What follows belongs to an exercise in optimizing a design on an open flow for small area; a production flow would make more cautious choices. Where RTL was checked, it was by simulation tests only, not by an equivalence proof against the original. Power and IR drop assume default switching activity.

==> 02-09 <==
Design regfile_mp, start of the top module:
module regfile_mp #(
  parameter int DATA_W   = 32,
  parameter int ADDR_W   = 5,
  parameter int ZERO_REG = 1,
  parameter int BYPASS   = 1
) (
  input  logic              clk,
  input  logic              rst_n,
  input  logic [ADDR_W-1:0] raddr1,
  output logic [DATA_W-1:0] dout1,
  output logic              rpend1,
  input  logic [ADDR_W-1:0] raddr2,
  output logic [DATA_W-1:0] dout2,
  output logic              rpend2,
  input  logic              wr0,
  input  logic [ADDR_W-1:0] waddr0,
  input  logic [DATA_W-1:0] din0,
  input  logic              wr1,
  input  logic [ADDR_W-1:0] waddr1,
  input  logic [DATA_W-1:0] din1,
  input  logic              rsv,
  input  logic [ADDR_W-1:0] rsv_addr,
  output logic              rsv_ok,
  output logic [ADDR_W:0]   pend_cnt
);
  localparam int DEPTH = 1 << ADDR_W;
  logic [DATA_W-1:0] mem [DEPTH];
  logic [DEPTH-1:0]  pend;
  logic [DEPTH-1:0]  pend_nxt;
  logic              we0;
  logic              we1;
  logic              rsv_hit;
  logic              set_en;
  logic              dec0;
  logic              dec1;
  assign we0 = wr0 && !(ZERO_REG != 0 && waddr0 == '0);
  assign we1 = wr1 && !(ZERO_REG != 0 && waddr1 == '0)
  ...
==> module regfile_mp, before the edit <==
module regfile_mp #(
  parameter int DATA_W   = 32,
  parameter int ADDR_W   = 5,
  parameter int ZERO_REG = 1,
  parameter int BYPASS   = 1
) (
  input  logic              clk,
  input  logic              rst_n,
  input  logic [ADDR_W-1:0] raddr1,
  output logic [DATA_W-1:0] dout1,
  output logic              rpend1,
  input  logic [ADDR_W-1:0] raddr2,
  output logic [DATA_W-1:0] dout2,
  output logic              rpend2,
  input  logic              wr0,
  input  logic [ADDR_W-1:0] waddr0,
  input  logic [DATA_W-1:0] din0,
  input  logic              wr1,
  input  logic [ADDR_W-1:0] waddr1,
  input  logic [DATA_W-1:0] din1,
  input  logic              rsv,
  input  logic [ADDR_W-1:0] rsv_addr,
  output logic              rsv_ok,
  output logic [ADDR_W:0]   pend_cnt
);
  localparam int DEPTH = 1 << ADDR_W;
  logic [DATA_W-1:0] mem [DEPTH];
  logic [DEPTH-1:0]  pend;
  logic [DEPTH-1:0]  pend_nxt;
  logic              we0;
  logic              we1;
  logic              rsv_hit;
  logic              set_en;
  logic              dec0;
  logic              dec1;
  assign we0 = wr0 && !(ZERO_REG != 0 && waddr0 == '0);
  assign we1 = wr1 && !(ZERO_REG != 0 && waddr1 == '0)
               && !(we0 && waddr0 == waddr1);
  assign rsv_hit = rsv && !pend[rsv_addr];
  assign rsv_ok  = rst_n && rsv_hit;
  assign set_en  = rsv_hit && !(ZERO_REG != 0 && rsv_addr == '0);
  assign dec0 = we0 && pend[waddr0];
  assign dec1 = we1 && pend[waddr1];
  function automatic logic [DATA_W:0] rd(input logic [ADDR_W-1:0] a);
    logic [DATA_W:0] r;
    r = {pend[a], mem[a]};
    if (BYPASS != 0) begin
      if (we0 && waddr0 == a)
        r = {1'b0, din0};
      else if (we1 && waddr1 == a)
        r = {1'b0, din1};
    end
    if (ZERO_REG != 0 && a == '0)
      r = '0;
    if (!rst_n)
      r = '0;
    rd = r;
  endfunction
  always_comb begin
    {rpend1, dout1} = rd(raddr1);
    {rpend2, dout2} = rd(raddr2);
  end
  always_comb begin
    pend_nxt = pend;
    if (we0)
      pend_nxt[waddr0] = 1'b0;
    if (we1)
      pend_nxt[waddr1] = 1'b0;
    if (set_en)
      pend_nxt[rsv_addr] = 1'b1;
  end
  always_ff @(posedge clk or negedge rst_n) begin
    if (!rst_n) begin
      for (int i = 0; i < DEPTH; i++)
        mem[i] <= '0;
    end else begin
      if (we1)
        mem[waddr1] <= din1;
      if (we0)
        mem[waddr0] <= din0;
    end
  end
  always_ff @(posedge clk or negedge rst_n) begin
    if (!rst_n) begin
      pend     <= '0;
      pend_cnt <= '0;
    end else begin
      pend     <= pend_nxt;
      pend_cnt <= pend_cnt
                  + {{ADDR_W{1'b0}}, set_en}
                  - {{ADDR_W{1'b0}}, dec0}
                  - {{ADDR_W{1'b0}}, dec1};
    end
  end
endmodule
Settings: LEC_CHECK=0, CAP_MARGIN=20, CORE_MARGIN=2, CORE_UTILIZATION=25, SLEW_MARGIN=20; clock period 10.0 ns.
run.sh (not shown) runs the stock make flow with config.mk's settings and CLKGATE_MAP_FILE= SYNTH_SCRIPT=/design/flow/synth_recipe.tcl, a recipe that flattens the netlist after the stock synthesis.
==> inputs of 05-14, as changes to 02-09 <==
==> flow/design.v (replaced) <==
module regfile_mp #(
  parameter int DATA_W   = 32,
  parameter int ADDR_W   = 5,
  parameter int ZERO_REG = 1,
  parameter int BYPASS   = 1
) (
  input  logic              clk,
  input  logic              rst_n,
  input  logic [ADDR_W-1:0] raddr1,
  output logic [DATA_W-1:0] dout1,
  output logic              rpend1,
  input  logic [ADDR_W-1:0] raddr2,
  output logic [DATA_W-1:0] dout2,
  output logic              rpend2,
  input  logic              wr0,
  input  logic [ADDR_W-1:0] waddr0,
  input  logic [DATA_W-1:0] din0,
  input  logic              wr1,
  input  logic [ADDR_W-1:0] waddr1,
  input  logic [DATA_W-1:0] din1,
  input  logic              rsv,
  input  logic [ADDR_W-1:0] rsv_addr,
  output logic              rsv_ok,
  output logic [ADDR_W:0]   pend_cnt
);
  localparam int DEPTH = 1 << ADDR_W;
  localparam int LO    = (ZERO_REG != 0) ? 1 : 0;
  localparam int NT    = DEPTH - LO + 2;
  localparam int NG    = (NT + 2) / 3;
  logic [DATA_W-1:0] mem [DEPTH];
  logic [DEPTH-1:0]  valid;
  logic [DEPTH-1:0]  pend;
  logic [DEPTH-1:0]  we0_w, we1_w, hold_w;
  logic [DEPTH-1:0]  rdec1, rdec2, rsdec;
  logic [DATA_W-1:0] nd0, nd1;
  logic              we0, we1;
  logic              f01, f11, f02, f12;
  logic              rsv_hit, set_en, dec0, dec1;
  assign we0 = wr0 && !(ZERO_REG != 0 && waddr0 == '0);
  assign we1 = wr1 && !(ZERO_REG != 0 && waddr1 == '0)
               && !(we0 && waddr0 == waddr1);
  always_comb begin
    for (int i = 0; i < DEPTH; i++) begin
      we0_w[i]  = (i >= LO) && wr0 && (waddr0 == ADDR_W'(i));
      we1_w[i]  = (i >= LO) && wr1 && (waddr1 == ADDR_W'(i)) && !we0_w[i];
      hold_w[i] = !(we0_w[i] || we1_w[i]);
      rdec1[i]  = (i >= LO) && (raddr1 == ADDR_W'(i));
      rdec2[i]  = (i >= LO) && (raddr2 == ADDR_W'(i));
      rsdec[i]  = (i >= LO) && (rsv_addr == ADDR_W'(i));
    end
  end
  assign nd0 = ~din0;
  assign nd1 = ~din1;
  for (genvar i = 0; i < DEPTH; i++) begin : g_word
    if (i < LO) begin : g_zero
      assign mem[i]   = '0;
      assign valid[i] = 1'b0;
      assign pend[i]  = 1'b0;
    end else begin : g_reg
      logic [DATA_W-1:0] nxt;
      for (genvar b = 0; b < DATA_W; b++) begin : g_bit
        rf_wbit u_w (
          .nd0(nd0[b]), .ne0(!we0_w[i]),
          .nd1(nd1[b]), .ne1(!we1_w[i]),
          .h(hold_w[i]), .q(mem[i][b]), .y(nxt[b])
        );
      end
      always_ff @(posedge clk)
        mem[i] <= nxt;
      always_ff @(posedge clk or negedge rst_n) begin
        if (!rst_n) begin
          valid[i] <= 1'b0;
          pend[i]  <= 1'b0;
        end else begin
          if (!hold_w[i])
            valid[i] <= 1'b1;
          if (pend[i])
            pend[i] <= hold_w[i];
          else
            pend[i] <= rsv && rsdec[i];
        end
      end
    end
  end
  assign f01 = rst_n && (BYPASS != 0) && we0 && (waddr0 == raddr1);
  assign f11 = rst_n && (BYPASS != 0) && we1 && (waddr1 == raddr1);
  assign f02 = rst_n && (BYPASS != 0) && we0 && (waddr0 == raddr2);
  assign f12 = rst_n && (BYPASS != 0) && we1 && (waddr1 == raddr2);
  logic [3*NG-1:0] s1, s2;
  logic [DATA_W-1:0] t [3*NG];
  logic [3*NG-1:0] tp;
  always_comb begin
    s1 = '0;
    s2 = '0;
    tp = '0;
    for (int k = 0; k < 3*NG; k++) t[k] = '0;
    for (int i = LO; i < DEPTH; i++) begin
      s1[i-LO] = rdec1[i] && valid[i] && (BYPASS == 0 || hold_w[i]);
      s2[i-LO] = rdec2[i] && valid[i] && (BYPASS == 0 || hold_w[i]);
      t[i-LO]  = mem[i];
    end
    s1[NT-2] = f01;
    s1[NT-1] = f11;
    s2[NT-2] = f02;
    s2[NT-1] = f12;
    t[NT-2]  = din0;
    t[NT-1]  = din1;
  end
  for (genvar b = 0; b < DATA_W; b++) begin : g_rd
    logic [NG-1:0] y1, y2;
    for (genvar g = 0; g < NG; g++) begin : g_grp
      rf_aoi3 u_r1 (
        .a1(s1[3*g]),   .a2(t[3*g][b]),
        .b1(s1[3*g+1]), .b2(t[3*g+1][b]),
        .c1(s1[3*g+2]), .c2(t[3*g+2][b]),
        .y(y1[g])
      );
      rf_aoi3 u_r2 (
        .a1(s2[3*g]),   .a2(t[3*g][b]),
        .b1(s2[3*g+1]), .b2(t[3*g+1][b]),
        .c1(s2[3*g+2]), .c2(t[3*g+2][b]),
        .y(y2[g])
      );
    end
    assign dout1[b] = !(&y1);
    assign dout2[b] = !(&y2);
  end
  always_comb begin
    logic p1, p2, pr;
    p1 = 1'b0;
    p2 = 1'b0;
    pr = 1'b0;
    dec0 = 1'b0;
    dec1 = 1'b0;
    for (int i = LO; i < DEPTH; i++) begin
      p1   = p1 | (rdec1[i] && pend[i] && (BYPASS == 0 || hold_w[i]));
      p2   = p2 | (rdec2[i] && pend[i] && (BYPASS == 0 || hold_w[i]));
      pr   = pr | (rsdec[i] && pend[i]);
      dec0 = dec0 | (we0_w[i] && pend[i]);
      dec1 = dec1 | (we1_w[i] && pend[i]);
    end
    rpend1  = p1;
    rpend2  = p2;
    rsv_hit = rsv && !pr;
  end
  assign rsv_ok = rst_n && rsv_hit;
  assign set_en = rsv_hit && !(ZERO_REG != 0 && rsv_addr == '0);
  always_ff @(posedge clk or negedge rst_n) begin
    if (!rst_n)
      pend_cnt <= '0;
    else
      pend_cnt <= pend_cnt
                  + {{ADDR_W{1'b0}}, set_en}
                  - {{ADDR_W{1'b0}}, dec0}
                  - {{ADDR_W{1'b0}}, dec1};
  end
endmodule
module rf_wbit (
  input  logic nd0,
  input  logic ne0,
  input  logic nd1,
  input  logic ne1,
  input  logic h,
  input  logic q,
  output logic y
);
  assign y = !((nd0 || ne0) && (nd1 || ne1) && !(h && q));
endmodule
module rf_aoi3 (
  input  logic a1,
  input  logic a2,
  input  logic b1,
  input  logic b2,
  input  logic c1,
  input  logic c2,
  output logic y
);
  assign y = !((a1 && a2) || (b1 && b2) || (c1 && c2));
endmodule
--- a/flow/config.mk
+++ b/flow/config.mk
@@ -7,5 +7,9 @@
 export LEC_CHECK = 0
+export ABC_CLOCK_PERIOD_IN_PS = 10000
 export CAP_MARGIN = 20
 export CORE_MARGIN = 2
-export CORE_UTILIZATION = 25
+export CORE_UTILIZATION = 55
+export PLACE_DENSITY = 0.65
 export SLEW_MARGIN = 20
+export SYNTH_HIERARCHICAL = 1
+export SYNTH_MINIMUM_KEEP_SIZE = 0
==> summary.txt <==
02-09 completed with no timing, DRC or antenna violations. 05-14 ran to the end with no violations.
In 02-09 the first-iteration DRC count is larger than in 05-14, by about 17%.
Between 05-14 and 02-09, the lower sequential cell count is in 02-09 (gap 30).
Against 05-14, the sequential share of layout area of 02-09 is higher by 0.54 points.
Global-route usage: 02-09 is lower than 05-14 (24 points).
Of 02-09 and 05-14, 02-09 has the higher maximum frequency (gap 3.1%, measured against 05-14).
In 02-09 the total power is larger than in 05-14, by about 2.2%.
Synthesized cell count: 05-14 is lower than 02-09 (about 30%).
In 05-14 the wire length is smaller than in 02-09, by about 30%.
In 05-14 the clock skew is lower than in 02-09, by 0.0039 ns.
In 05-14 the final cell count is smaller than in 02-09, by about 36%.
The RTL of 05-14 was laid out without a check of its function.

## static timing again, ports no longer ideal
Ports are ideal in the flow. The routed layouts listed here were re-timed in OpenROAD. Step 1 sets driving cells, clkbuf_16 on the clock port and buf_2 on the other inputs (assumed; they add their load-dependent delay and slew). Step 2 also shifts input and output timing later by t, the mid clock arrival at the registers, as if the neighbouring blocks saw the same clock. a / b / c = no drivers / after step 1 / after step 2; a / b = the first two.
run	t (ns)	setup slack, ns	worst hold slack (ns)	slew at the worst register clock pin (ns)	pins driven straight from the clock port
02-09	0.904	0.984 / 0.950 / 0.950	0.584 / 0.584 / 0.584	0.07 / 0.07	1
05-14	0.809	0.705 / 0.683 / 0.683	0.469 / 0.469 / 0.469	0.07 / 0.07	1
After both steps every run listed still meets setup and hold. For 02-09, which loses most, drivers alone change the setup slack by -0.034 ns; drivers and shift together by -0.034 ns.
